Background: an optimization exercise with open tools, aiming at small area, a short achievable clock period and few clock cycles per item. Do not read the settings as production practice. In this exercise RTL edits were held to simulation tests only and were not proved equivalent to the original.

## flow/design.v (module list and top-level ports; edited modules follow where they fit)
// module mul_tree: 908 lines
// module round_add: 268 lines
// module tz23: 11 lines
// module ieee754_mul_arb: 204 lines
module ieee754_mul_arb (
  input  logic        clk,
  input  logic        rst_n,
  input  logic        req0_valid,
  input  logic [31:0] req0_a,
  input  logic [31:0] req0_b,
  output logic        req0_ready,
  input  logic        req1_valid,
  input  logic [31:0] req1_a,
  input  logic [31:0] req1_b,
  output logic        req1_ready,
  output logic        rsp_valid,
  input  logic        rsp_ready,
  output logic        rsp_id,
  output logic [31:0] rsp_s,
  output logic        rsp_ovf,
  output logic        rsp_unf
);
  // ...
==> flow/flow/run.sh <==
#!/bin/bash
# The standard layout (standard.sh), with its timing repair aiming at a setup slack of
# SETUP_SLACK_MARGIN ns instead of the default; the clock and constraints are the design's.
set -euo pipefail
export SETUP_SLACK_MARGIN=6.8
bash standard.sh > standard.log 2>&1
==> flow/standard.sh <==
#!/bin/bash
# synth_recipe.tcl (not shown) runs the flow's synth.tcl, then flattens the netlist and writes it again
# the make line also repeats each setting of config.mk as NAME=value (left out here)
make -C /OpenROAD-flow-scripts/flow DESIGN_CONFIG=/design/flow/config.mk WORK_HOME=/design/flow/orfs CLKGATE_MAP_FILE= SYNTH_SCRIPT=/design/flow/synth_recipe.tcl "${@:-finish}"
==> flow/config.mk <==
export PLATFORM = sky130hd
export DESIGN_NAME = ieee754_mul_arb
export DESIGN_NICKNAME = ieee754_mul_arb
export VERILOG_FILES = /design/flow/design.v
export SDC_FILE = /design/flow/constraint.sdc
export NUM_CORES = 4
export LEC_CHECK = 0
export CAP_MARGIN = 20
export CORE_MARGIN = 2
export CORE_UTILIZATION = 55
export SLEW_MARGIN = 20
==> flow/constraint.sdc <==
create_clock -name core_clock -period 10.5 [get_ports {clk}]
set_input_delay 2.1000 -clock core_clock [delete_from_list [all_inputs] [get_ports {clk}]]
set_output_delay 2.1000 -clock core_clock [all_outputs]
set_load 0.01 [all_outputs]
==> impl_results.md, run 1 <==
* Fin. max-slew vios at 0
* Seq_cells at 277
* CTS tree: built
* Register area share after synthesis at 0.309
* Top reg by flops: r0_q
* Met2 usage at 0.488
* CP startpoint kind: flip-flop
* Crit path from: a1_q[22]
* Final WS setup at 6.49 ns
* Metal2 WL at 36700 um
* Reg2reg path depth at 11
* 1st-pass router iterations at 8
* CTS clk-pin slew, worst paths at 0.06 ns
* M1 WL at 33400 um
* Synthesized net count at 3006
* Status: complete, no violations
* Most frequent cells in the layout: inv_1 (330), edfxtp_1 (270), fa_1 (223)
* Reg-to-reg slack, setup at 6.49 ns
* Largest family of logic cells by synthesized area: adder cells
* WHS Endpoint: id2_q
* GR Util met3 at 0.0789
* M1 GR Usage at 0.440
* # IOs at 171
* DR vias at 20726
* Cell with the most instances after synthesis: inv_1
Testbench counts, summed over its fixed seeds: cycles 4,120, items 4,096.
==> run 2, diff against run 1 <==
==> flow/run.sh (new file) <==
#!/bin/bash
# synth_recipe.tcl (not shown) runs the flow's synth.tcl, then flattens the netlist and writes it again
# the make line also repeats each setting of config.mk as NAME=value (left out here)
make -C /OpenROAD-flow-scripts/flow DESIGN_CONFIG=/design/flow/config.mk WORK_HOME=/design/flow/orfs CLKGATE_MAP_FILE= SYNTH_SCRIPT=/design/flow/synth_recipe.tcl finish
--- a/flow/config.mk
+++ b/flow/config.mk
@@ -9,3 +9,3 @@
 export CORE_MARGIN = 2
-export CORE_UTILIZATION = 55
+export CORE_UTILIZATION = 40
 export SLEW_MARGIN = 20
removed: flow/flow/run.sh
removed: flow/standard.sh
==> run 2 against run 1 <==
Effect of this change:
- cell area decreased by 8.7%
- clock skew up 0.023 ns
- sequential share of layout area grew 2.4 points
- utilization fell by 24 points
- maximum frequency is 15% lower
- first-iteration DRC count shrank 23%
- flip-flop and latch count did not move
- critical path depth decreased by 1
- hold slack got worse by 0.016 ns
- clock-buffer cell count increased by 4
- critical path type unchanged
- critical endpoint is now r0_q[21]
- highest routed layer unchanged
==> impl_results.md, run 2 <==
* Most common cell after layout, fill and taps aside: inv_1 (unchanged)
* Clock latency (worst-skew pair) at 0.59 ns (was 0.62 ns)
* TritonCTS Buffers at 35 (was 31)
* Max FFs per register at 48 (unchanged)
* Reg area at 0.00828 mm2 (was 0.00829 mm2)
* Area grow syn2layout at 14.1% (was 25.0%)
* Grt ovf at 0 (unchanged)
* Nature of the critical path endpoint: flip-flop (unchanged)
* Synthesized flop and latch total at 277 (unchanged)
* Drt wl/cell at 22.2 um (was 24.7 um)
* Root Driver: clkbuf_16 (unchanged)
* Top reg by flops: r0_q (unchanged)
* GPL Wtd Cong at 0.891 (was 0.860)
* CTS Sinks at 277 (unchanged)
* Setup violators final at 0 (unchanged)
* Design Area, Final at 0.0306 mm2 (was 0.0335 mm2)
* # Post-CTS Setup Buffers at 0 (was 58)
* Cell with the most instances after synthesis: inv_1 (unchanged)
* Synth async-reset ratio at 0.0253 (unchanged)
* Max Buffers Root-to-Sink at 3 (unchanged)
* Area occupied by multi-input gates at 0.0166 mm2 (was 0.0181 mm2)
* # IOs at 171 (unchanged)
* Fmax at 0.211 GHz (was 0.250 GHz)
* First-pass GRT wire length at 119000 um (was 122000 um)
* CP max stage delay at 1.15 ns (was 0.62 ns)
* H-Tree Depth at 2 (was 1)
* Synthesized area per cell at 10.8 um2 (unchanged)
* Yosys warnings at 2 (unchanged)
* Final WL at 76600 um (was 82500 um)
* Max_cap viols at 0 (unchanged)
* Number of synthesized flops with an enable pin at 270 (unchanged)
* Synth Area in Adders at 0.257 (unchanged)
* Post-route DRC at 0 (unchanged)
* Placed Area at 0.0294 mm2 (was 0.0295 mm2)
* Placed insts at 3397 (was 3151)
* Final TNS setup at 0 ns (unchanged)
* DR vias at 19591 (was 20726)
* Die Span X at 263 um (was 225 um)
* Top cell type by total area after synthesis: edfxtp_1 (unchanged)
* Die Ht at 263 um (was 225 um)
* Hold WC Path Type: reg -> reg (unchanged)
* Post-synthesis simple-gate area fraction at 0.0586 (unchanged)
* HPWL after DPL at 53300 um (was 52500 um)
* Register area share after synthesis at 0.309 (unchanged)
* Die ar. at 0.0692 mm2 (was 0.0506 mm2)
* Fillcell total at 6051 (was 3549)
* Top flop regs: r0_q (48), r1_q (47) (unchanged)
* Top cells by count, synth: inv_1 (338), edfxtp_1 (270), a22oi_1 (265), fa_1 (265), xnor2_1 (208) (unchanged)
* Most frequent cells in the layout: inv_1 (338), edfxtp_1 (270), a22oi_1 (265), fa_1 (265), xnor2_1 (208) (was inv_1 (330), edfxtp_1 (270), fa_1 (223))
* Starting DRT DRC Count at 1704 (was 2219)
* WP data required at 10.78 ns (was 10.86 ns)
* RSZ-0062 raised after global routing: false (was true)
* Fin. max-slew vios at 0 (unchanged)
* Mux contribution to synthesized area at 0.0450 (unchanged)
* Starting Density at 0.406 (was 0.559)
* Vias in the first global route at 20368 (was 20863)
* CP Class: reg -> reg (unchanged)
* Gr usage total at 0.219 (was 0.317)
* Final worst-path cycle share at 0.451 (was 0.381)
* Status: complete, no violations (unchanged)
* CTS tree: built (unchanged)
* Top_reg_cell synth: edfxtp_1 (unchanged)
* Share of cells above drive strength 1 at 0.0933 (was 0.222)
* Final std cells w/o fill at 3459 (was 3334)
* Gate count after technology mapping at 2481 (unchanged)
* Post-route ant nets at 0 (unchanged)
* Antenna violations before repair at 0 (was 1)
* Slew @ Worst Pin at 1.21 ns (was 0.910 ns)
* Max transition margin at 0.191 (was 0.393)
* Synth Cell Area at 0.0268 mm2 (unchanged)
* Compound-gate portion of the synthesized area at 0.141 (unchanged)
* Final WS setup at 5.77 ns (was 6.49 ns)
* CP startpoint kind: flip-flop (unchanged)
* FP Rows at 94 (was 80)
* 1st-pass router iterations at 6 (was 8)
* Critical path peak fanout at 27 (was 8)
* Synth cell types at 91 (unchanged)
* Yosys top cell area share at 0.302 (unchanged)
* Critical path's most frequent cell: fa_1 (was fa_2)
* Core box area at 0.0661 mm2 (was 0.0479 mm2)
* Largest net degree at the start of global routing at 77 (was 90)
* Largest cells by area after synthesis: edfxtp_1 (30%), fa_1 (20%), a22oi_1 (7.4%), xnor2_1 (6.8%), ha_1 (5.9%) (unchanged)
* CTS clk-pin slew, worst paths at 0.06 ns (about the same)
* Gates resized, CTS repair at 0 (was 209)
* Synthesized net count at 3006 (unchanged)
* Hold Buf Count CTS at 0 (unchanged)
* Skew final at 0.0427 ns (was 0.0198 ns)
* Nets at 3095 (was 3219)
* Largest family of logic cells by synthesized area: adder cells (unchanged)
* ANT cells at 0 (unchanged)
* Via density at 5.66 (was 6.22)
* Final Hold Fails at 0 (unchanged)
* Port buffer count at 170 (unchanged)
* Slowest library cell on the worst path: edfxtp_1 (was fa_1)
* Critical path arrival at 5.02 ns (was 4.36 ns)
* Dpl ws at 5.86 ns (was 5.80 ns)
* CP Cell Sequence: a22oi_1 > xor2_1 > fa_1 > inv_1 > fa_1 > inv_1 > fa_1 > inv_1 > fa_1 > fa_1 (was buf_12 > buf_12 > buf_6 > a22oi_2 > xor2_1 > fa_1 > inv_1 > fa_2 > fa_2 > fa_2 > fa_2)
* XOR/XNOR Fraction of Synth Area at 0.115 (unchanged)
* Minimum clock period at 4.73 ns (was 4.01 ns)
==> run 2: area by class of cell <==
cell class,count,share of cell area
multi-input combinational,1680,0.542
sequential,277,0.271
timing repair buffer,235,0.0719
inverter,341,0.0418
tap,864,0.0353
clock buffer,40,0.0292
clock inverter,22,0.00924
==> run 2: critical path, delay by kind of cell, from the launching register on <==
kind | cells | cell delay, ns
XOR/XNOR | 1 | 0.22
adder cells (fa/ha/maj) | 5 | 2.62
buffers and inverters | 3 | 0.18
flip-flops | 1 | 1.15
AO/OA/AOI/OAI | 1 | 0.24
==> run 2: logic make-up (layout without fill, tap and decap cells) <==
group / Yosys count / count (layout)
buffers and inverters: 524 / 638
muxes: 110 / 110
AOI/OAI and AO/OA: 511 / 511
and+or+nand+nor: 316 / 316
xor gates and xnor gates: 350 / 350
DFF: 277 / 277
adders and majority gates: 393 / 393
==> run 2: stage by stage <==
| stage | hold slack [ns] | util |
|---|---|---|
| 2_1_floorplan | 0.400 | - |
| 3_3_place_gp | 0.407 | 0.445 |
| 3_5_place_dp | 0.408 | 0.445 |
| 4_1_cts | 0.422 | 0.463 |
| 5_1_grt | 0.442 | 0.463 |
| 6_report | 0.422 | 0.463 |
==> run 2: worst paths after layout <==
path,from,to,slack [ns],cells past startpoint
max,a1_q[21],r0_q[21],5.77,10
min,id1_q,id2_q,0.42,0
max reg2reg,a1_q[21],r0_q[21],5.77,10
min reg2reg,id1_q,id2_q,0.42,0
max in group asynchronous,rst_n,turn_q,8.46,1
min in group asynchronous,rst_n,rdy1_q,1.78,1
==> run 2: per-layer routing <==
layer,share of wire,vias to the layer above,global-route usage
met5,0,-,0
li1,-,8701,-
met4,0.044,0,0.0941
met1,0.42,9630,0.293
met2,0.45,1017,0.350
met3,0.083,243,0.0390

==> separate check: timing with driven ports <==
In the flow no input, the clock included, has a driving cell. The finished layouts below were timed again as built, in two steps.
Step 1 sets driving cells, clkbuf_16 on the clock port and buf_2 on the other inputs (assumed; they add their load-dependent delay and slew).
Step 2 moves the port delays by t, midway between the first and last clock arrival at a register: inputs arrive t later, outputs are due t later. That takes back most of the time a late clock gives input paths.
Three values: ideal ports, drivers, drivers and shift; two values: the first two.
run	t, ns	setup WS [ns]	hold WS [ns]	pins driven straight from the clock port
run 1	0.667	6.495 / 6.495 / 6.495	0.438 / 0.438 / 0.438	1
run 2	0.627	5.766 / 5.766 / 5.766	0.422 / 0.422 / 0.422	1
After both steps setup and hold are still met in every run listed.
